Context: an optimization exercise on an open-source flow, tuned for small area, a short achievable clock period and few clock cycles per item. The choices shown serve that exercise and are no tape-out recipe. At most, simulation tests tie the RTL to the original design; equivalence was not proved.

==> raven: inputs <==
// tilt_vector_to_angle_sector
module tilt_vector_to_angle_sector (
  input  wire         clk,
  input  wire         rst,
  input  wire         accel_valid,
  output wire         accel_stall,
  input  wire  [15:0] accel_x,
  input  wire  [15:0] accel_y,
  output wire         sector_valid,
  input  wire         sector_stall,
  output wire  [4:0]  sector
);
clock: 5.0 ns
lec_check: 0
abc_area: 1
cap_margin: 20
core_margin: 2
core_utilization: 40
setup_slack_margin: 2.2
slew_margin: 20
run.sh (not shown) runs the stock make flow with config.mk's settings and CLKGATE_MAP_FILE= SYNTH_SCRIPT=/design/flow/synth_recipe.tcl, a recipe that flattens the netlist after the stock synthesis.
==> lagoon (differences from raven) <==
- SETUP_SLACK_MARGIN: 2.2 -> 2.5
==> qor summary <==
Met2 WL post-DR: raven 34.1 mm; lagoon 34.7 mm
Reg-to-reg slack, setup: raven 2.41 ns; lagoon 2.62 ns
CP required: raven 5.48 ns; lagoon 5.47 ns
First-pass GRT wire length: raven 125 mm; lagoon 125 mm
GRT Total Usage: raven 16.5%; lagoon 16.5%
Area of the multi-input gates: raven 0.0194 sq mm; lagoon 0.0195 sq mm
Non-filler cells, final: raven 5367; lagoon 5400
Status: raven no timing/DRC/antenna violations; lagoon no timing/DRC/antenna violations
M1 wire length: raven 36.1 mm; lagoon 36.5 mm
Number of vias per cell: raven 4.83; lagoon 4.83
Clock latency on the worst-skew pair: raven 0.63 ns; lagoon 0.64 ns
Post-cts resize count: raven 5; lagoon 28
Non-clk buf share: raven 1.30%; lagoon 2.15%
Fraction of met2 tracks used by global routing: raven 27.5%; lagoon 27.5%
Worst reg-to-reg path cell count: raven 10; lagoon 12
Share of the core filled with cells in the final layout: raven 45.3%; lagoon 45.9%
Bufs w/o clock: raven 54; lagoon 87
Relative slew margins: raven 54.2%; lagoon 52.5%
RSZ-0062 raised after global routing: raven false; lagoon true
Reg-to-reg critical path startpoint: raven g_rot[3].g_xy.yq[15]; lagoon g_rot[4].g_xy.yq[15]
Testbench counts of raven, summed over its fixed seeds: cycles 16,120, items 16,000.
Testbench counts of lagoon, summed over its fixed seeds: cycles 16,120, items 16,000.

==> job 3151: inputs <==
==> flow/design.v <==
`default_nettype none
package tvas_pkg;
  localparam int SAMPLE_W = 16;
  localparam int SECTOR_W = 5;
endpackage
`default_nettype wire
`default_nettype none
module tvas_ks_add #(
  parameter integer W = 8
) (
  input  wire [W-1:0] a,
  input  wire [W-1:0] b,
  input  wire         ci,
  output wire [W-1:0] s
);
  localparam integer L = (W <= 1) ? 1 : $clog2(W);
  wire [W-1:0] p0 = a ^ b;
  wire [W-1:0] g0 = a & b;
  wire [W-1:0] g [0:L];
  wire [W-1:0] p [0:L];
  assign g[0] = {g0[W-1:1], g0[0] | (p0[0] & ci)};
  assign p[0] = p0;
  genvar l, i;
  generate
    for (l = 0; l < L; l = l + 1) begin : g_lvl
      for (i = 0; i < W; i = i + 1) begin : g_bit
        if (i >= (1 << l)) begin : g_op
          assign g[l+1][i] = g[l][i] | (p[l][i] & g[l][i - (1 << l)]);
          assign p[l+1][i] = p[l][i] & p[l][i - (1 << l)];
        end else begin : g_pass
          assign g[l+1][i] = g[l][i];
          assign p[l+1][i] = p[l][i];
        end
      end
    end
  endgenerate
  assign s = p0 ^ {g[L][W-2:0], ci};
endmodule
`default_nettype wire
`default_nettype none
module tilt_vector_to_angle_sector (
  input  wire         clk,
  input  wire         rst,
  input  wire         accel_valid,
  output wire         accel_stall,
  input  wire  [15:0] accel_x,
  input  wire  [15:0] accel_y,
  output wire         sector_valid,
  input  wire         sector_stall,
  output wire  [4:0]  sector
);
  localparam integer XW  = 19;
  function automatic integer wy(input integer k);
    case (k)
      1: wy = 18; 2: wy = 18; 3: wy = 17; 4: wy = 16; 5: wy = 16;
      6: wy = 15; 7: wy = 14; 8: wy = 13; 9: wy = 12; 10: wy = 11;
      11: wy = 10; 12: wy = 9; 13: wy = 8; default: wy = 7;
    endcase
  endfunction
  function automatic [13:0] atan_step(input integer i);
    case (i)
      0: atan_step = 14'd8192; 1: atan_step = 14'd4836; 2: atan_step = 14'd2555;
      3: atan_step = 14'd1297; 4: atan_step = 14'd651;  5: atan_step = 14'd326;
      6: atan_step = 14'd163;  7: atan_step = 14'd81;   8: atan_step = 14'd41;
      9: atan_step = 14'd20;   10: atan_step = 14'd10;  11: atan_step = 14'd5;
      12: atan_step = 14'd3;   13: atan_step = 14'd1;   14: atan_step = 14'd1;
      default: atan_step = 14'd0;
    endcase
  endfunction
  reg        stall_q;
  wire       accept = accel_valid & ~stall_q;
  reg        v0, sx, sy;
  reg [15:0] ax, ay;
  always @(posedge clk) begin
    if (rst) v0 <= 1'b0;
    else     v0 <= accept;
    sx <= accel_x[15];
    sy <= accel_y[15];
    ax <= accel_x[15] ? 16'd0 - accel_x : accel_x;
    ay <= accel_y[15] ? 16'd0 - accel_y : accel_y;
  end
  wire        d0  = sx ^ sy;
  wire [16:0] s1x = {1'b0, ax} + {1'b0, ay};
  wire [15:0] s1y = d0 ? ay - ax : ax - ay;
  wire        yz  = (ay == 16'd0);
  wire        xz  = (ax == 16'd0);
  reg [16:0] n1x;
  reg [15:0] n1y;
  reg        n1d, n1b;
  always @* begin
    n1x = s1x; n1y = s1y; n1d = d0; n1b = sx;
    if (yz) begin
      n1x = 17'd32768; n1y = 16'd0 - 16'd32766; n1d = 1'b1; n1b = sx;
    end else if (xz) begin
      n1x = 17'd22000; n1y = 16'd0 - 16'd18000; n1d = 1'b0; n1b = sy;
    end
  end
  reg        v1, d0_1, b1;
  reg [16:0] x1;
  reg [15:0] y1;
  always @(posedge clk) begin
    if (rst) v1 <= 1'b0;
    else     v1 <= v0;
    x1   <= n1x;
    y1   <= n1y;
    d0_1 <= n1d;
    b1   <= n1b;
  end
  wire [XW*13-1:0] vx_bus;
  wire [18*13-1:0] vy_bus;
  wire [16*14-1:0] d_bus;
  wire [13:1]      b_bus;
  wire [13:1]      v_bus;
  wire [1:0]       d1314;             
  assign vx_bus[XW*1 +: XW] = {x1, 2'b00};
  assign vy_bus[18*1 +: 18] = {y1, 2'b00};
  assign d_bus[16*1 +: 16]  = {15'd0, d0_1};
  assign b_bus[1]           = b1;
  assign v_bus[1]           = v1;
  genvar k;
  generate
    for (k = 1; k <= 12; k = k + 1) begin : g_rot
      localparam integer W  = wy(k);
      localparam integer WN = wy(k + 1);
      localparam integer MW = W - 1 - k;   
      wire [XW-1:0]       vx = vx_bus[XW*k +: XW];
      wire signed [W-1:0] vy = vy_bus[18*k +: W];
      wire                dk = ~vy[W-1];     
      wire signed [W-1:0] ysh = vy >>> k;
      wire [XW-1:0]       xsh = (k < 10) ? (vx >> k) : (vx >> (k - 8));
      wire [XW-1:0] nx;
      if (MW > 0) begin : g_m
        wire [MW-1:0] m = ysh[MW-1:0] ^ {MW{~dk}};
        tvas_ks_add #(.W(XW)) u_xa (.a(vx), .b({{(XW-MW){1'b0}}, m}), .ci(~dk), .s(nx));
      end else if (k < 10) begin : g_inc
        assign nx = vx + {{(XW-1){1'b0}}, ~dk};
      end else begin : g_inc_s
        assign nx = {8'd0, vx[10:0] + {10'd0, ~dk}};
      end
      wire [XW-1:0] nxr;                   
      if (k == 9) begin : g_sat
        assign nxr = {8'd0, nx[18:10], (&nx[9:2]) ? nx[1:0] : 2'b00};
      end else begin : g_nosat
        assign nxr = nx;
      end
      wire [WN-1:0] xs = xsh[WN-1:0] ^ {WN{dk}};
      wire [WN-1:0] ny;
      tvas_ks_add #(.W(WN)) u_ya (.a(vy[WN-1:0]), .b(xs), .ci(dk), .s(ny));
      reg bq, vq;
      always @(posedge clk) begin
        if (rst) vq <= 1'b0;
        else     vq <= v_bus[k];
        bq <= b_bus[k];
      end
      assign b_bus[k+1] = bq;
      assign v_bus[k+1] = vq;
      if (k < 12) begin : g_xy
        reg [((k < 9) ? XW : 11)-1:0] xq;
        reg [WN-1:0] yq;
        always @(posedge clk) begin
          xq <= nxr;
          yq <= ny;
        end
        assign vx_bus[XW*(k+1) +: XW] = {{(XW - $bits(xq)){1'b0}}, xq};
        assign vy_bus[18*(k+1) +: 18] = {{(18-WN){yq[WN-1]}}, yq};
      end
      if (k < 10) begin : g_d
        reg [k:0] dq;
        always @(posedge clk) dq <= {dk, d_bus[16*k +: k]};
        assign d_bus[16*(k+1) +: 16] = {{(15-k){1'b0}}, dq};
      end else begin : g_l
        wire [5:0] dlo = d_bus[16*k +: 6];
        wire [8:0] lin;
        if (k == 10) begin : g_l0
          wire [3:0] dm = d_bus[16*k + 6 +: 4];
          assign lin = ({9{dm[0]}} & 9'd163) + ({9{dm[1]}} & 9'd81) +
                       ({9{dm[2]}} & 9'd41)  + ({9{dm[3]}} & 9'd20);
        end else begin : g_l1
          assign lin = d_bus[16*k + 6 +: 9];
        end
        localparam [13:0] AK = atan_step(k);
        wire [8:0] lnx = lin + ({9{dk}} & AK[8:0]);
        if (k < 12) begin : g_lr
          reg [8:0] lq;
          reg [5:0] dq;
          always @(posedge clk) begin
            lq <= lnx;
            dq <= dlo;
          end
          assign d_bus[16*(k+1) +: 16] = {1'b0, lq, dq};
        end else begin : g_t
          reg [14:0] tlo;
          always @* begin
            case (dlo)
              6'd0: tlo = 15'd23677;
              6'd1: tlo = 15'd31869;
              6'd2: tlo = 15'd28513;
              6'd3: tlo = 15'd3937;
              6'd4: tlo = 15'd26232;
              6'd5: tlo = 15'd1656;
              6'd6: tlo = 15'd31068;
              6'd7: tlo = 15'd6492;
              6'd8: tlo = 15'd24974;
              6'd9: tlo = 15'd398;
              6'd10: tlo = 15'd29810;
              6'd11: tlo = 15'd5234;
              6'd12: tlo = 15'd27529;
              6'd13: tlo = 15'd2953;
              6'd14: tlo = 15'd32365;
              6'd15: tlo = 15'd7789;
              6'd16: tlo = 15'd24328;
              6'd17: tlo = 15'd32520;
              6'd18: tlo = 15'd29164;
              6'd19: tlo = 15'd4588;
              6'd20: tlo = 15'd26883;
              6'd21: tlo = 15'd2307;
              6'd22: tlo = 15'd31719;
              6'd23: tlo = 15'd7143;
              6'd24: tlo = 15'd25625;
              6'd25: tlo = 15'd1049;
              6'd26: tlo = 15'd30461;
              6'd27: tlo = 15'd5885;
              6'd28: tlo = 15'd28180;
              6'd29: tlo = 15'd3604;
              6'd30: tlo = 15'd248;
              6'd31: tlo = 15'd8440;
              6'd32: tlo = 15'd24003;
              6'd33: tlo = 15'd32195;
              6'd34: tlo = 15'd28839;
              6'd35: tlo = 15'd4263;
              6'd36: tlo = 15'd26558;
              6'd37: tlo = 15'd1982;
              6'd38: tlo = 15'd31394;
              6'd39: tlo = 15'd6818;
              6'd40: tlo = 15'd25300;
              6'd41: tlo = 15'd724;
              6'd42: tlo = 15'd30136;
              6'd43: tlo = 15'd5560;
              6'd44: tlo = 15'd27855;
              6'd45: tlo = 15'd3279;
              6'd46: tlo = 15'd32691;
              6'd47: tlo = 15'd8115;
              6'd48: tlo = 15'd24654;
              6'd49: tlo = 15'd78;
              6'd50: tlo = 15'd29490;
              6'd51: tlo = 15'd4914;
              6'd52: tlo = 15'd27209;
              6'd53: tlo = 15'd2633;
              6'd54: tlo = 15'd32045;
              6'd55: tlo = 15'd7469;
              6'd56: tlo = 15'd25951;
              6'd57: tlo = 15'd1375;
              6'd58: tlo = 15'd30787;
              6'd59: tlo = 15'd6211;
              6'd60: tlo = 15'd28506;
              6'd61: tlo = 15'd3930;
              6'd62: tlo = 15'd574;
              6'd63: tlo = 15'd8766;
              default: tlo = 15'd0;
            endcase
          end
          reg [4:0]  hq;
          reg [10:0] sq;
          always @(posedge clk) begin
            hq <= tlo[14:10];
            sq <= {1'b0, tlo[9:0]} + {2'b00, lnx};
          end
          assign d_bus[16*(k+1) +: 16] = {hq, sq};
          wire       d13 = ~ny[WN-1];
          wire       e    = ~dk & (&vx[4:0]);
          wire [5:0] x13s = vx[10:5];
          wire [6:0] ua = {1'b1, ~x13s};       
          wire [6:0] ub = {1'b0, x13s};
          wire [6:0] sa = vy[6:0] ^ xs[6:0] ^ ua;
          wire [6:0] sb = vy[6:0] ^ xs[6:0] ^ ub;
          wire [6:0] ca = {(vy[5:0] & xs[5:0]) | (vy[5:0] & ua[5:0]) | (xs[5:0] & ua[5:0]), dk};
          wire [6:0] cb = {(vy[5:0] & xs[5:0]) | (vy[5:0] & ub[5:0]) | (xs[5:0] & ub[5:0]), dk};
          wire [6:0] y14a, y14b;
          tvas_ks_add #(.W(7)) u_y14a (.a(sa), .b(ca), .ci(~e), .s(y14a));
          tvas_ks_add #(.W(7)) u_y14b (.a(sb), .b(cb), .ci(e), .s(y14b));
          reg d13q, d14q;
          always @(posedge clk) begin
            d13q <= d13;
            d14q <= d13 ? ~y14a[6] : ~y14b[6];
          end
          assign d1314 = {d14q, d13q};
        end
      end
    end
  endgenerate
  wire [10:0] s13  = d_bus[16*13 +: 11];
  wire [4:0]  h13  = d_bus[16*13 + 11 +: 5];
  wire        d13f = d1314[0];
  wire        d14f = d1314[1];
  wire        all1 = &s13[9:1];
  wire        cy   = s13[10] | (all1 & s13[0] & (d13f | d14f)) |
                     (all1 & ~s13[0] & d13f & d14f);
  wire [4:0]  hb   = h13 ^ {b_bus[13], 4'b0000};
  wire [4:0]  hb1  = (h13 + 5'd1) ^ {b_bus[13], 4'b0000};
  wire [4:0]  pd   = cy ? hb1 : hb;
  wire        pv   = v_bus[13];
  localparam integer DEPTH = 14;         
  localparam integer CAP   = DEPTH + 2;  
  localparam integer CW    = 5;
  localparam integer PW    = 4;          
  reg  [CW-1:0] cnt_q;
  reg           out_v;
  reg  [4:0]    out_d;
  reg  [4:0]    fq [0:(1 << PW) - 1];
  reg  [PW-1:0] wp, rp;
  wire          f_empty = (wp == rp);
  wire [4:0]    fhead   = fq[rp];
  wire          push_go = pv & ~f_empty;
  wire          push_ho = pv & (out_v | ~f_empty);
  wire          pop_go  = ~f_empty;
  wire          pop_ho  = ~out_v & ~f_empty;
  wire          ov_go   = pv | ~f_empty;
  wire          ov_ho   = out_v | pv | ~f_empty;
  wire [4:0]    od_go   = f_empty ? pd : fhead;
  wire [4:0]    od_ho   = out_v ? out_d : od_go;
  wire          push = sector_stall ? push_ho : push_go;
  wire          pop  = sector_stall ? pop_ho  : pop_go;
  wire [CW-1:0] cnt_p   = cnt_q + 1'b1;
  wire [CW-1:0] cnt_m   = cnt_q - 1'b1;
  wire [CW-1:0] cnt_go  = ~out_v ? (accept ? cnt_p : cnt_q) : (accept ? cnt_q : cnt_m);
  wire [CW-1:0] cnt_ho  = accept ? cnt_p : cnt_q;
  wire          st_go   = ~out_v ? (accept ? (cnt_q >= CAP - 1) : (cnt_q >= CAP))
                                 : (accept ? (cnt_q >= CAP)     : (cnt_q >= CAP + 1));
  wire          st_ho   = accept ? (cnt_q >= CAP - 1) : (cnt_q >= CAP);
  always @(posedge clk) begin
    if (rst) begin
      cnt_q   <= {CW{1'b0}};
      stall_q <= 1'b0;
      out_v   <= 1'b0;
      wp      <= {PW{1'b0}};
      rp      <= {PW{1'b0}};
    end else begin
      cnt_q   <= sector_stall ? cnt_ho : cnt_go;
      stall_q <= sector_stall ? st_ho  : st_go;
      out_v   <= sector_stall ? ov_ho  : ov_go;
      if (push) wp <= wp + 1'b1;
      if (pop)  rp <= rp + 1'b1;
    end
  end
  always @(posedge clk) begin
    out_d <= sector_stall ? od_ho : od_go;
    if (push) fq[wp] <= pd;
  end
  assign accel_stall  = stall_q;
  assign sector_valid = out_v;
  assign sector       = out_d;
endmodule
`default_nettype wire
==> flow/run.sh <==
#!/bin/bash
# synth_recipe.tcl (not shown) runs the flow's synth.tcl, then flattens the netlist and writes it again
# the make line also repeats each setting of config.mk as NAME=value (left out here)
make -C /OpenROAD-flow-scripts/flow DESIGN_CONFIG=/design/flow/config.mk WORK_HOME=/design/flow/orfs CLKGATE_MAP_FILE= SYNTH_SCRIPT=/design/flow/synth_recipe.tcl finish
==> flow/config.mk <==
export PLATFORM = sky130hd
export DESIGN_NAME = tilt_vector_to_angle_sector
export DESIGN_NICKNAME = tilt_vector_to_angle_sector
export VERILOG_FILES = /design/flow/design.v
export SDC_FILE = /design/flow/constraint.sdc
export NUM_CORES = 4
export LEC_CHECK = 0
export CAP_MARGIN = 20
export CORE_MARGIN = 2
export CORE_UTILIZATION = 40
export SETUP_SLACK_MARGIN = 2.5
export SLEW_MARGIN = 20
==> flow/constraint.sdc <==
create_clock -name core_clock -period 5.0 [get_ports {clk}]
set_input_delay 1.0000 -clock core_clock [delete_from_list [all_inputs] [get_ports {clk}]]
set_output_delay 1.0000 -clock core_clock [all_outputs]
set_load 0.01 [all_outputs]
==> job 8203 (differences from job 3151) <==
--- a/flow/design.v
+++ b/flow/design.v
@@ -269,4 +269,3 @@
           wire       d13 = ~ny[WN-1];
-          wire       e    = ~dk & (&vx[4:0]);
-          wire [5:0] x13s = vx[10:5];
+          wire [5:0] x13s = nx[10:5];
           wire [6:0] ua = {1'b1, ~x13s};       
@@ -278,4 +277,4 @@
           wire [6:0] y14a, y14b;
-          tvas_ks_add #(.W(7)) u_y14a (.a(sa), .b(ca), .ci(~e), .s(y14a));
-          tvas_ks_add #(.W(7)) u_y14b (.a(sb), .b(cb), .ci(e), .s(y14b));
+          tvas_ks_add #(.W(7)) u_y14a (.a(sa), .b(ca), .ci(1'b1), .s(y14a));
+          tvas_ks_add #(.W(7)) u_y14b (.a(sb), .b(cb), .ci(1'b0), .s(y14b));
           reg d13q, d14q;
==> comparison <==
Of job 3151 and job 8203, job 8203 has the higher die area (gap 2.6%, measured against job 8203). Maximum frequency: job 8203 is lower than job 3151 (about 8%). Of job 8203 and job 3151, job 8203 has the higher critical path depth (gap 3). Sequential share of layout area: job 3151 is higher than job 8203 (1.2 points). Between job 3151 and job 8203, the lower final cell count is in job 3151 (gap 4.4%, measured against job 8203). Sequential cell count is the same in job 3151 and job 8203. In job 3151 the area after synthesis is smaller than in job 8203, by 2.6%. First-iteration DRC count: job 3151 is lower than job 8203 (7.3%). Against job 8203, the core utilization of job 3151 is lower by 0.63 points. Job 8203 produced a clean layout. Job 3151 completed with no timing, DRC or antenna violations. Between job 8203 and job 3151, the lower global-route usage is in job 8203 (gap 0.28 points).
==> figures <==
Detail Placement HPWL: job 3151 53.3 mm; job 8203 54.0 mm
Least-Margin Pin Slew: job 3151 0.948 ns; job 8203 0.898 ns
Hold worst-path end: job 3151 g_rot[3].bq; job 8203 g_rot[8].g_d.dq[3]
Number of inverters outside the clock class in the layout: job 3151 220; job 8203 194
Multi-input gate share of the layout cell area: job 3151 49.9%; job 8203 51.0%
Reg-to-reg critical path startpoint: job 3151 g_rot[2].g_xy.yq[16]; job 8203 g_rot[11].g_xy.xq[3]
Number of instances resized during post-cts repair: job 3151 150; job 8203 204
Compound-Gate Fraction of Synth Area: job 3151 12.3%; job 8203 13.1%
Number of cells on the worst reg-to-reg path: job 3151 12; job 8203 15
Number of vias in the routed layout: job 3151 23400; job 8203 25000
Total track usage: job 3151 16.8%; job 8203 16.5%
Portion of the post-synthesis area used by sequential elements: job 3151 41.0%; job 8203 40.0%
Hold_ws: job 3151 0.304 ns; job 8203 0.324 ns
Met1 GRT Util: job 3151 23.0%; job 8203 22.2%
Reg2reg setup slack: job 3151 2.31 ns; job 8203 2.08 ns
Run status: job 3151 complete, no violations; job 8203 complete, no violations
GR met3 Demand/Resource: job 3151 2.51%; job 8203 2.51%
DP Area: job 3151 35200 µm²; job 8203 36200 µm²
Layout-to-synthesis area ratio: job 3151 1.217x; job 8203 1.227x
TritonRoute pass-1 iters: job 3151 5; job 8203 6
No run of this note included a check of the RTL's function; only the layout flow was run.

port drivers added, routing unchanged:
The results above use ideal ports. As a check the final layouts listed here were re-extracted and re-timed, cells and wires unchanged.
Step 1 (the two cells are an assumption about what drives the block):
set clk [get_ports {clk}]
set_driving_cell -lib_cell sky130_fd_sc_hd__clkbuf_16 $clk
set_driving_cell -lib_cell sky130_fd_sc_hd__buf_2 [delete_from_list [all_inputs] $clk]
Step 2 also shifts input and output timing later by t, the mid clock arrival at the registers, as if the neighbouring blocks saw the same clock.
a / b / c = ideal / step 1 / step 2; a / b = the first two.
run | t (ns) | setup slack, ns | worst hold slack (ns) | worst register clock-pin slew, ns
raven | 0.675 | 2.408 / 2.399 / 2.253 | 0.293 / 0.293 / 0.293 | 0.06 / 0.06
lagoon | 0.676 | 2.620 / 2.619 / 2.256 | 0.292 / 0.292 / 0.292 | 0.06 / 0.06
job 3151 | 0.673 | 2.310 / 2.310 / 2.002 | 0.304 / 0.304 / 0.304 | 0.06 / 0.06
job 8203 | 0.682 | 2.080 / 2.080 / 1.926 | 0.324 / 0.324 / 0.324 | 0.06 / 0.06
After both steps every run listed still meets setup and hold. For lagoon, which loses most, drivers alone change the setup slack by -0.001 ns; drivers and shift together by -0.364 ns.
